From an optimization exercise on the open Yosys and OpenROAD flow, aimed at a short achievable clock period and few clock cycles per item; shortcuts taken in it are not production practice.
In this exercise RTL edits were held to simulation tests only and were not proved equivalent to the original.
The clock port is modelled as an ideal driver; clocking choices that lean on that would not hold on a real chip.
Power and IR drop assume default switching activity.

// alu_issue_ctrl
module alu_issue_ctrl
#(
    parameter int DATA_WIDTH     = alu_issue_ctrl_pkg::DATA_WIDTH_DEF,
    parameter int ALU_OPRN_WIDTH = alu_issue_ctrl_pkg::ALU_OPRN_WIDTH_DEF,
    parameter int REG_ADDR_WIDTH = alu_issue_ctrl_pkg::REG_ADDR_WIDTH_DEF
) (
    input  logic                      CLK,
    input  logic                      RST,
    input  logic                      REQ_VALID,
    output logic                      REQ_READY,
    input  logic [ALU_OPRN_WIDTH-1:0] REQ_OPRN,
    input  logic [REG_ADDR_WIDTH-1:0] REQ_RS1,
    input  logic [REG_ADDR_WIDTH-1:0] REQ_RS2,
    input  logic [REG_ADDR_WIDTH-1:0] REQ_RD,
    input  logic                      REQ_IMM_SEL,
    input  logic [DATA_WIDTH-1:0]     REQ_IMM,
    output logic [DATA_WIDTH-1:0]     ALU_OP1,
    output logic [DATA_WIDTH-1:0]     ALU_OP2,
    output logic [ALU_OPRN_WIDTH-1:0] ALU_OPRN,
    input  logic [DATA_WIDTH-1:0]     ALU_RESULT,
    output logic                      RSP_VALID,
    input  logic                      RSP_READY,
    output logic [DATA_WIDTH-1:0]     RSP_DATA,
    output logic [REG_ADDR_WIDTH-1:0] RSP_RD
);
    localparam int NREG = 1 << REG_ADDR_WIDTH;
    localparam int CAP  = alu_issue_ctrl_pkg::INFLIGHT_CAP_DEF;
    localparam int QN   = 4;
    localparam int QPW  = 2;
    localparam int RW   = DATA_WIDTH + REG_ADDR_WIDTH;
    logic accept;
    logic rsp_pop;
    logic                      v_rd;
    logic [ALU_OPRN_WIDTH-1:0] oprn_rd;
    logic [REG_ADDR_WIDTH-1:0] rd_rd;
    logic [DATA_WIDTH-1:0]     imm_rd;       
    logic [NREG-1:1]           sel1_rd;      
    logic [NREG-1:1]           sel2_rd;      
    logic                      f1_ex_rd, f1_wb_rd, f2_ex_rd, f2_wb_rd;
    logic                      v_ex;
    logic [REG_ADDR_WIDTH-1:0] rd_ex;
    logic [DATA_WIDTH-1:0]     op1_ex, op2_ex;
    logic [ALU_OPRN_WIDTH-1:0] oprn_ex;
    logic [DATA_WIDTH-1:0]     res_wb;
    logic [NREG-1:1]           we_wb;
    logic [DATA_WIDTH-1:0] rdata1, rdata2;
    alu_issue_ctrl_register_file #(
        .DATA_WIDTH     (DATA_WIDTH),
        .REG_ADDR_WIDTH (REG_ADDR_WIDTH)
    ) u_register_file (
        .clk_i    (CLK),
        .rst_i    (RST),
        .rsel1_i  (sel1_rd),
        .rsel2_i  (sel2_rd),
  ...
Settings: LEC_CHECK=0, ABC_CLOCK_PERIOD_IN_PS=2000, CAP_MARGIN=20, CORE_MARGIN=2, CORE_UTILIZATION=50, CTS_CLUSTER_DIAMETER=150, CTS_CLUSTER_SIZE=20, PLACE_DENSITY=0.65, SETUP_SLACK_MARGIN=3.0, SLEW_MARGIN=20, TNS_END_PERCENT=100; clock period 5.0 ns.
standard.sh (not shown) runs the stock make flow with config.mk's settings and CLKGATE_MAP_FILE= SYNTH_SCRIPT=/design/flow/synth_recipe.tcl, a recipe that flattens the netlist after the stock synthesis.
==> flow/flow/run.sh <==
#!/bin/bash
# Standard ORFS layout, with a hook before clock tree synthesis that places
# the output flip-flops beside their output buffers (flow/pre_cts.tcl).
set -euo pipefail
here=$(pwd)
bash standard.sh PRE_CTS_TCL="$here/flow/pre_cts.tcl" finish > "$here/orfs_make.log" 2>&1
==> flow/flow/pre_cts.tcl <==
# Before clock tree synthesis: put each flip-flop that drives an output
# port's buffer right beside that buffer, and the few other gates its output
# drives right beside the flip-flop, so the wires on the flop's output are
# short; then legalise the placement again.
set block [ord::get_db_block]
set moved 0
set moved_gates 0
foreach bt [$block getBTerms] {
  if {[$bt getIoType] ne "OUTPUT"} { continue }
  set net [$bt getNet]
  if {$net eq "NULL"} { continue }
  set buf ""
  foreach it [$net getITerms] {
    if {[$it isOutputSignal]} { set buf [$it getInst] }
  }
  if {$buf eq ""} { continue }
  set in_net ""
  foreach it [$buf getITerms] {
    if {[$it isInputSignal] && [$it getNet] ne "NULL"} { set in_net [$it getNet] }
  }
  if {$in_net eq ""} { continue }
  set ff ""
  set others {}
  foreach it [$in_net getITerms] {
    set inst [$it getInst]
    if {[$it isOutputSignal]} {
      set ff $inst
    } elseif {[$inst getName] ne [$buf getName]} {
      lappend others $inst
    }
  }
  if {$ff eq ""} { continue }
  if {![[$ff getMaster] isSequential]} { continue }
  if {[llength $others] > 2} { continue }
  set skip 0
  foreach o $others { if {[[$o getMaster] isSequential]} { set skip 1 } }
  if {$skip} { continue }
  set loc [$buf getLocation]
  set bx [lindex $loc 0]
  set by [lindex $loc 1]
  set w [[$ff getMaster] getWidth]
  set x [expr {$bx - $w}]
  if {$x < 0} { set x [expr {$bx + [[$buf getMaster] getWidth]}] }
  $ff setLocation $x $by
  incr moved
  set ox $x
  foreach o $others {
    set ow [[$o getMaster] getWidth]
    set ox [expr {$ox - $ow}]
    if {$ox < 0} { set ox [expr {$bx + [[$buf getMaster] getWidth]}] }
    $o setLocation $ox $by
    incr moved_gates
  }
}
puts "pre_cts: moved $moved output flip-flops beside their buffers and $moved_gates gates beside them"
detailed_placement
check_placement -verbose
The baseline produced a clean layout.
Testbench counts at the start, summed over its fixed seeds: cycles 12,024, items 12,000.
==> next run, changes <==
- CORE_UTILIZATION: 50 -> 40
- PLACE_DENSITY: 0.65 -> 0.6
Result: The new run went through all stages and came out clean. Worst setup slack is better by 0.012 ns. Via count stays flat. Combinational power is higher by 9.0%. Power is higher by 2.6%. Sequential power barely changes. Cell count is higher by 6.4%. Global-route usage is lower by 7.1 points. Critical path depth stays the same. Count of clock-buffer cells in the layout is lower by 3.

==> what the ideal ports hide <==
Ports are ideal in the flow. The routed layouts listed here were re-timed in OpenROAD.
Step 1 sets driving cells, clkbuf_16 on the clock port and buf_2 on the other inputs (assumed; they add their load-dependent delay and slew).
Step 2, shift: input delay + t, output delay - t, t = (earliest + latest rising clock arrival at the registers) / 2. This alone moves slack from input paths to output paths.
Slacks: ideal ports / drivers / drivers and shift; pairs: ideal ports / drivers.
run | t, ns | setup WS [ns] | worst data-port slew with drivers (ns)
the first run | 0.820 | 2.729 / 2.646 / 2.238 | 0.06
the second run | 0.817 | 2.741 / 2.663 / 2.094 | 0.19
After both steps setup and hold are still met in every run listed. For the second run, which loses most, drivers alone change the setup slack by -0.078 ns; drivers and shift together by -0.647 ns.
